This is an optimization exercise on Yosys and OpenROAD, whose aim is small area, a short achievable clock period and few clock cycles per item, not a production implementation. Where RTL was checked, it was by simulation tests only, not by an equivalence proof against the original.

==> flow/design.v <==
`timescale 1ns/1ps
`default_nettype none
module div_top (
    input  wire         clk,
    input  wire         rst_n,
    input  wire  [31:0] op1,     
    input  wire  [31:0] op2,     
    input  wire  [2:0]  funct3,
    input  wire         start,
    input  wire         ack,
    output logic [31:0] result,
    output logic        done
);
    localparam int DW = 33;              
    localparam int W  = 36;              
    logic          s_set;  
    logic          s_it;   
    logic          s_ng;   
    logic [31:0]   a_r;    
    logic [DW-1:0] b_r;    
    logic [31:0]   q_r;    
    logic [1:0]    fn;     
    logic          a_ng;   
    logic          b_ng;   
    logic [3:0]    cnt;    
    logic          neg;    
    logic idle, accept, last;
    assign idle   = !(s_set || s_it || s_ng);
    assign accept = start && idle && (!done || ack);
    assign last   = (cnt == 4'd0);
    logic        sgn_i, an_i, bn_i, rem_i;
    logic        div0_i, zq_i, fin_i;
    logic [31:0] imm_i;
    assign rem_i  = funct3[1];
    assign sgn_i  = !funct3[0];
    assign an_i   = sgn_i && op1[31];
    assign bn_i   = sgn_i && op2[31];
    assign div0_i = (op2 == 32'd0);
    assign zq_i   = (op1 < op2) && !an_i && !bn_i;
    assign fin_i  = div0_i || zq_i;
    assign imm_i = rem_i ? op1 : {32{div0_i}};
    logic        is_rem, b_one, neg_s, fin_s;
    logic [31:0] q_s;
    logic [31:0] aa, bb;
    logic [6:0]  sh;
    logic        sh_ng;
    logic [DW-1:0] b_al;                
    assign is_rem = fn[1];
    assign b_one  = (b_r[31:1] == 31'd0) && (b_r[0] != b_ng);
    assign neg_s  = is_rem ? a_ng : (a_ng ^ b_ng);
    assign fin_s  = b_one || sh_ng;
    assign q_s    = (b_one != is_rem) ? aa : 32'd0;
    assign aa     = a_r + 32'(a_ng);     
    assign bb     = b_r[31:0] + 32'(b_ng);
    function automatic logic [5:0] top_bit(input logic [31:0] x);  
        logic [7:0] nz;
        logic [1:0] loc [0:7];
        logic [2:0] g;
        for (int i = 0; i < 8; i++) begin
            nz[i]  = |x[4*i +: 4];
            loc[i] = x[4*i+3] ? 2'd3 : x[4*i+2] ? 2'd2 : x[4*i+1] ? 2'd1 : 2'd0;
        end
        g[2] = |nz[7:4];
        g[1] = g[2] ? |nz[7:6] : |nz[3:2];
        g[0] = g[2] ? (g[1] ? nz[7] : nz[5]) : (g[1] ? nz[3] : nz[1]);
        top_bit = {~|nz, g, loc[g]};
    endfunction
    logic [5:0] ta, tb;
    assign ta = top_bit(a_r);
    assign tb = top_bit(b_r[31:0]);
    assign sh    = 7'({1'b0, ta[4:0]}) + 7'(a_ng) - 7'({1'b0, tb[4:0]});
    assign sh_ng = sh[6];
    assign b_al  = DW'(bb) << {sh[4:1], 1'b0};
    logic [W-1:0] r0, d1, d2, cs_s, cs_c;
    logic [W:0]   t1, t2, t3;
    logic         ge1, ge2, ge3;
    logic [1:0]   qd;
    logic [31:0]  r_nx, qn;
    assign r0 = W'(a_r);
    assign d1 = W'(b_r);
    assign d2 = W'(b_r) << 1;
    assign cs_s = r0 ^ ~d1 ^ ~d2;
    assign cs_c = (r0 & ~d1) | (r0 & ~d2) | (~d1 & ~d2);
    assign t1 = {1'b0, r0} - {1'b0, d1};
    assign t2 = {1'b0, r0} - {1'b0, d2};
    assign t3 = {1'b0, cs_s} + {cs_c, 1'b1} + (W + 1)'(1);
    assign ge1 = !t1[W];
    assign ge2 = !t2[W];
    assign ge3 = !t3[W];
    always_comb begin
        if (ge3)      begin qd = 2'd3; r_nx = t3[31:0]; end
        else if (ge2) begin qd = 2'd2; r_nx = t2[31:0]; end
        else if (ge1) begin qd = 2'd1; r_nx = t1[31:0]; end
        else          begin qd = 2'd0; r_nx = a_r;      end
    end
    assign qn = {q_r[29:0], qd};
    always_ff @(posedge clk or negedge rst_n) begin
        if (!rst_n) begin
            s_set <= 1'b0;
            s_it  <= 1'b0;
            s_ng  <= 1'b0;
            done  <= 1'b0;
        end else begin
            s_set <= accept && !fin_i;
            s_it  <= (s_set && !fin_s) || (s_it && !last);
            s_ng  <= (s_set && fin_s && neg_s) || (s_it && last && neg);
            if (accept) begin
                done <= fin_i;
            end else begin
                done <= (done && !ack) || (s_set && fin_s && !neg_s) || (s_it && last && !neg)
                        || s_ng;
            end
        end
    end
    always_ff @(posedge clk) begin
        if (accept) begin
            q_r  <= imm_i;
            fn   <= funct3[1:0];
            a_ng <= an_i;
            b_ng <= bn_i;
        end
        if (s_set) begin
            if (fin_s) q_r <= q_s;
            neg <= neg_s;
        end
        if (s_it) q_r <= (last && is_rem) ? r_nx : qn;
        if (s_ng) q_r <= ~q_r + 32'd1;
    end
    always_ff @(posedge clk) begin
        if (s_set) begin
            a_r <= aa;
            b_r <= b_al;
        end else if (s_it) begin
            a_r <= r_nx;
            b_r <= b_r >> 2;
        end else begin
            a_r <= an_i ? ~op1 : op1;
            b_r <= DW'(bn_i ? ~op2 : op2);
        end
        cnt <= s_set ? sh[4:1] : cnt - 4'd1;
    end
    assign result = q_r;
endmodule
`default_nettype wire
Settings: LEC_CHECK=0, CAP_MARGIN=20, CORE_MARGIN=2, CORE_UTILIZATION=40, SLEW_MARGIN=20; clock period 17.5 ns.
standard.sh (not shown) runs the stock make flow with config.mk's settings and CLKGATE_MAP_FILE= SYNTH_SCRIPT=/design/flow/synth_recipe.tcl, a recipe that flattens the netlist after the stock synthesis.
==> flow/flow/run.sh <==
#!/bin/bash
# standard layout (the standard.sh) with two changes to how it is made:
#  - the port buffers are buf_4 cells instead of the smallest buffer
#  - the timing repair is asked to leave MARGIN ns of setup slack at the design's
#    clock period (the constraints themselves are unchanged)
set -uo pipefail
MARGIN=12.5
bash standard.sh "BUFFER_PORTS_ARGS=-buffer_cell sky130_fd_sc_hd__buf_4" \
    SETUP_SLACK_MARGIN=$MARGIN finish > make_finish.log 2>&1
Testbench counts at the start, summed over its fixed seeds: cycles 9,820, items 2,400.
Then changed:
--- a/flow/flow/run.sh
+++ b/flow/flow/run.sh
@@ -6,3 +6,3 @@
 set -uo pipefail
-MARGIN=12.5
+MARGIN=11.5
 bash standard.sh "BUFFER_PORTS_ARGS=-buffer_cell sky130_fd_sc_hd__buf_4" \
Setup slack is worse by 670 ps.
Fmax goes down by 11%.
Wire length is lower by 2.8%.
Non-clock buffer count shrinks by 50.
Via count falls by about 3%.
Area after synthesis does not change.

========
== violet ==
RTL: the design.v shown in full above, as it stands there.
==> flow/config.mk <==
export PLATFORM = sky130hd
export DESIGN_NAME = div_top
export DESIGN_NICKNAME = div_top
export VERILOG_FILES = /design/flow/design.v
export SDC_FILE = /design/flow/constraint.sdc
export NUM_CORES = 4
export LEC_CHECK = 0
export CAP_MARGIN = 20
export CORE_MARGIN = 2
export CORE_UTILIZATION = 40
export SLEW_MARGIN = 20
==> flow/constraint.sdc <==
create_clock -name core_clock -period 17.5 [get_ports {clk}]
set_input_delay 3.5000 -clock core_clock [delete_from_list [all_inputs] [get_ports {clk}]]
set_output_delay 3.5000 -clock core_clock [all_outputs]
set_load 0.01 [all_outputs]
==> flow/flow/run.sh <==
#!/bin/bash
# standard layout (the standard.sh) with two changes to how it is made:
#  - the port buffers are buf_2 cells instead of the smallest buffer
#  - the timing repair is asked to leave MARGIN ns of setup slack at the design's
#    clock period (the constraints themselves are unchanged)
set -uo pipefail
MARGIN=12
bash standard.sh "BUFFER_PORTS_ARGS=-buffer_cell sky130_fd_sc_hd__buf_2" \
    SETUP_SLACK_MARGIN=$MARGIN finish > make_finish.log 2>&1
Testbench counts of violet, summed over its fixed seeds: cycles 9,820, items 2,400.
### violet -> raven
==> flow/run.sh (new file) <==
#!/bin/bash
# synth_recipe.tcl (not shown) runs the flow's synth.tcl, then flattens the netlist and writes it again
# the make line also repeats each setting of config.mk as NAME=value (left out here)
make -C /OpenROAD-flow-scripts/flow DESIGN_CONFIG=/design/flow/config.mk WORK_HOME=/design/flow/orfs CLKGATE_MAP_FILE= SYNTH_SCRIPT=/design/flow/synth_recipe.tcl finish
removed: flow/flow/run.sh
removed: flow/standard.sh
### Flow results
- raven ended with every stage complete and zero timing, DRC or antenna violations.
- Diff violet -> raven: via count decreased by about 1.2% relative to the old numbers; wire length decreased by 1.3% relative to the old numbers; met1 track demand over resource in global routing decreased by 0.99 points relative to the old numbers; number of enable-type register cells in the synthesized netlist closely matched the old numbers.
- violet → raven: worst setup slack has decreased, initial antenna violation count comparable, synthesis-to-finish area growth picked up an extra 1.9 points.
- Against violet as the reference, raven delivers a lower number of nets in the layout.
- Re pin slew with the least headroom to its limit: violet was lower than raven.
- Post-synthesis simple-gate area fraction of violet is on par with raven.
Edits applied to the flow inputs when going from raven to sierra:
==> flow/flow/run.sh (new file) <==
#!/bin/bash
# standard layout (the standard.sh) with two changes to how it is made:
#  - the port buffers are buf_4 cells instead of the smallest buffer
#  - the timing repair is asked to leave MARGIN ns of setup slack at the design's
#    clock period (the constraints themselves are unchanged)
set -uo pipefail
MARGIN=12
bash standard.sh "BUFFER_PORTS_ARGS=-buffer_cell sky130_fd_sc_hd__buf_4" \
    SETUP_SLACK_MARGIN=$MARGIN finish > make_finish.log 2>&1
==> flow/standard.sh (new file) <==
#!/bin/bash
# synth_recipe.tcl (not shown) runs the flow's synth.tcl, then flattens the netlist and writes it again
# the make line also repeats each setting of config.mk as NAME=value (left out here)
make -C /OpenROAD-flow-scripts/flow DESIGN_CONFIG=/design/flow/config.mk WORK_HOME=/design/flow/orfs CLKGATE_MAP_FILE= SYNTH_SCRIPT=/design/flow/synth_recipe.tcl "${@:-finish}"
removed: flow/run.sh
Compared with raven, in sierra clock edge transition at the registers on the reported setup and hold paths did not really move, die area did not really move.
sierra vs. raven: detailed-routed wire length on met2 increased about 3.6%; number of cells on the worst reg-to-reg path now smaller; number of cells on the critical path fell by 6; detailed-route wire length went up by 1.7%.
Between sierra and raven, the difference in average cell area after synthesis is negligible.
Changes observed in sierra relative to raven: share of the final layout cell area in multi-input gates +0.94 points, final standard cell area without fillers down 0.67%, minimum clock period after layout lost 1.05 ns.

========
== v28 ==
Another version of the RTL of div_top (not shown whole).
For scale: about 2200 cells after synthesis, about 110 flip-flops, ~0.017 mm^2 of cells after synthesis.
==> flow/config.mk <==
export PLATFORM = sky130hd
export DESIGN_NAME = div_top
export DESIGN_NICKNAME = div_top
export VERILOG_FILES = /design/flow/design.v
export SDC_FILE = /design/flow/constraint.sdc
export NUM_CORES = 4
export LEC_CHECK = 0
export CAP_MARGIN = 20
export CORE_MARGIN = 2
export CORE_UTILIZATION = 40
export SLEW_MARGIN = 20
==> flow/constraint.sdc <==
create_clock -name core_clock -period 17.5 [get_ports {clk}]
set_input_delay 3.5000 -clock core_clock [delete_from_list [all_inputs] [get_ports {clk}]]
set_output_delay 3.5000 -clock core_clock [all_outputs]
set_load 0.01 [all_outputs]
run.sh (not shown) runs the stock make flow with config.mk's settings and CLKGATE_MAP_FILE= SYNTH_SCRIPT=/design/flow/synth_recipe.tcl, a recipe that flattens the netlist after the stock synthesis.
Stock flow here: none of the scripts above is used.
Per the final summary, v28 finished and its layout is clean on timing, DRC and antenna.
The inputs of v38 differ from those of v28 as listed below.
==> flow/flow/run.sh (new file) <==
#!/bin/bash
set -uo pipefail
bash standard.sh SETUP_SLACK_MARGIN=12.5 finish > make_finish.log 2>&1
==> flow/standard.sh (new file) <==
#!/bin/bash
# synth_recipe.tcl (not shown) runs the flow's synth.tcl, then flattens the netlist and writes it again
# the make line also repeats each setting of config.mk as NAME=value (left out here)
make -C /OpenROAD-flow-scripts/flow DESIGN_CONFIG=/design/flow/config.mk WORK_HOME=/design/flow/orfs CLKGATE_MAP_FILE= SYNTH_SCRIPT=/design/flow/synth_recipe.tcl "${@:-finish}"
removed: flow/run.sh
[summary]
NOTE: average via count per standard cell in v38 exceeds that of v28
In v38 the critical path depth in cells turned out 3 higher than in v28.
Diff v28 -> v38 | standard cell area after detailed placement | up slightly
Compared with v28, placement density in the core of v38 is higher.
Against v28, v38 reports a global-route usage that is higher.
Compared v38 vs v28, and hold slack is down in v38.
Between v38 and v28, it is v38 whose sequential share of layout area is lower, by 3.2 points.
Maximum frequency, v28 and v38, lower one = v28.
Diff v28 -> v38 | final cell area excluding filler cells | up by more than 10%
[inputs] v23 vs v38
==> flow/flow/run.sh <==
#!/bin/bash
set -uo pipefail
bash standard.sh SETUP_SLACK_MARGIN=11 finish > make_finish.log 2>&1
### Flow results
On worst setup slack after layout, v38 beats v23.
Number of cells traversed by the worst hold path: v23 vs v38 — no meaningful difference
Looking only at number of non-clock buffers, and setting everything else aside, the lower value of v38 and v23 goes to v23.
Arrival time of data at the critical path endpoint (lower): v38
v38 and v23 ended up with roughly the same clock-cell share of area.
No run of this note included a check of the RTL's function; only the layout flow was run.

========
div_top, a different RTL version from the one above (not shown whole).
Size in the first run: about 2300 cells after synthesis, roughly 100 I/O pins, ~0.017 sq mm of cells after synthesis.
==> flow/config.mk <==
export PLATFORM = sky130hd
export DESIGN_NAME = div_top
export DESIGN_NICKNAME = div_top
export VERILOG_FILES = /design/flow/design.v
export SDC_FILE = /design/flow/constraint.sdc
export NUM_CORES = 4
export LEC_CHECK = 0
export CAP_MARGIN = 20
export CORE_MARGIN = 2
export CORE_UTILIZATION = 40
export SLEW_MARGIN = 20
==> flow/constraint.sdc <==
create_clock -name core_clock -period 17.5 [get_ports {clk}]
set_input_delay 3.5000 -clock core_clock [delete_from_list [all_inputs] [get_ports {clk}]]
set_output_delay 3.5000 -clock core_clock [all_outputs]
set_load 0.01 [all_outputs]
standard.sh (not shown) runs the stock make flow with config.mk's settings and CLKGATE_MAP_FILE= SYNTH_SCRIPT=/design/flow/synth_recipe.tcl, a recipe that flattens the netlist after the stock synthesis.
==> flow/flow/run.sh <==
#!/bin/bash
# standard layout (the standard.sh), with the timing repair asked to leave this much
# setup slack at the design's clock period; the constraints themselves are unchanged
set -uo pipefail
MARGIN=12
bash standard.sh SETUP_SLACK_MARGIN=$MARGIN finish > make_finish.log 2>&1
Testbench counts at the start, summed over its fixed seeds: cycles 10,405, items 2,400.
Change:
--- a/flow/flow/run.sh
+++ b/flow/flow/run.sh
@@ -3,4 +3,4 @@
 # setup slack at the design's clock period; the constraints themselves are unchanged
 set -uo pipefail
-MARGIN=12
+MARGIN=11
 bash standard.sh SETUP_SLACK_MARGIN=$MARGIN finish > make_finish.log 2>&1
The new run completed without violations.
Via count decreases by a few percent.
Clock-buffer cell count increases by 1.
Die area does not change.
First-iteration DRC count increases by a little under a tenth.
Synthesized area is unchanged.
Setup slack degrades by 0.61 ns.
Design area decreases by a little under a tenth.
Fmax decreases by roughly a tenth.
Hold slack is about the same.

========
## run B
Another version of the RTL of div_top (not shown whole).
For scale: ~18,000 um^2 of cells after synthesis.
Settings: LEC_CHECK=0, CAP_MARGIN=20, CORE_MARGIN=2, CORE_UTILIZATION=65, SLEW_MARGIN=20; clock period 17.5 ns.
==> flow/flow/run.sh <==
#!/bin/bash
# standard layout (the standard.sh) with two changes to how it is made:
#  - the port buffers are buf_4 cells instead of the smallest buffer
#  - the timing repair is asked to leave MARGIN ns of setup slack at the design's
#    clock period (the constraints themselves are unchanged)
set -uo pipefail
MARGIN=12
bash standard.sh "BUFFER_PORTS_ARGS=-buffer_cell sky130_fd_sc_hd__buf_4" \
    SETUP_SLACK_MARGIN=$MARGIN finish > make_finish.log 2>&1
Run B reached the final stage; the timing, DRC and antenna checks on its layout passed.
Changes in run A relative to run B:
# run B
export LEC_CHECK = 0
export CAP_MARGIN = 20
export CORE_MARGIN = 2
export CORE_UTILIZATION = 65
export SLEW_MARGIN = 20
create_clock -name core_clock -period 17.5 [get_ports {clk}]
# run A
export LEC_CHECK = 0
export CAP_MARGIN = 20
export CORE_MARGIN = 2
export CORE_UTILIZATION = 40
export SLEW_MARGIN = 20
create_clock -name core_clock -period 17.5 [get_ports {clk}]
--- a/flow/flow/run.sh
+++ b/flow/flow/run.sh
@@ -6,3 +6,3 @@
 set -uo pipefail
-MARGIN=12
+MARGIN=12.5
 bash standard.sh "BUFFER_PORTS_ARGS=-buffer_cell sky130_fd_sc_hd__buf_4" \
==> comparison <==
[run A] detailed-route wire length rose about 7% relative to run B. Top fanout value on the critical path in run A vs run B: down 17. In run A, the non-filler instance count after layout came out 281 above the value in run B. Between run B and run A, the later-pin clock latency in the skew report figures differ only marginally. On vias after detailed routing, run A does better than run B.
No functional check of the RTL was part of any run of this note.

## port drivers added, routing unchanged
Ports are ideal in the flow. The routed layouts listed here were re-timed in OpenROAD.
Step 1: set_driving_cell puts a clkbuf_16 on clk and a buf_2 on each other input, an assumption about the parent block.
Step 2, shift: input delay + t, output delay - t, t = (earliest + latest rising clock arrival at the registers) / 2. This alone moves slack from input paths to output paths.
Slacks: ideal / step 1 / step 2; pairs: ideal / step 1.
run	t, ns	setup slack, ns	worst setup path at the end	worst register clock-pin slew, ns
the first run of note 1	0.423	12.336 / 12.363 / 11.940	input to register	0.09 / 0.09
the second run of note 1	0.434	11.670 / 11.670 / 11.670	register to register	0.09 / 0.09
violet	0.425	12.083 / 12.114 / 11.688	input to register	0.09 / 0.09
raven	0.428	11.095 / 11.095 / 11.095	register to register	0.08 / 0.08
sierra	0.439	12.145 / 12.145 / 11.824	input to register	0.09 / 0.09
v28	0.425	8.920 / 8.951 / 8.525	input to register	0.10 / 0.10
v38	0.430	11.042 / 11.048 / 10.618	input to register	0.10 / 0.10
v23	0.420	11.034 / 11.043 / 10.622	input to register	0.10 / 0.10
the first run of note 4	0.436	11.759 / 11.788 / 11.351	input to register	0.09 / 0.09
the second run of note 4	0.421	11.150 / 11.150 / 10.810	input to register	0.09 / 0.09
run B	0.419	11.905 / 11.905 / 11.567	input to register	0.10 / 0.10
run A	0.428	12.044 / 12.061 / 11.633	input to register	0.09 / 0.09
After both steps every run listed still meets setup and hold. The setup slack of v38, which loses most, moves by +0.006 ns with the drivers and by -0.424 ns with both steps.
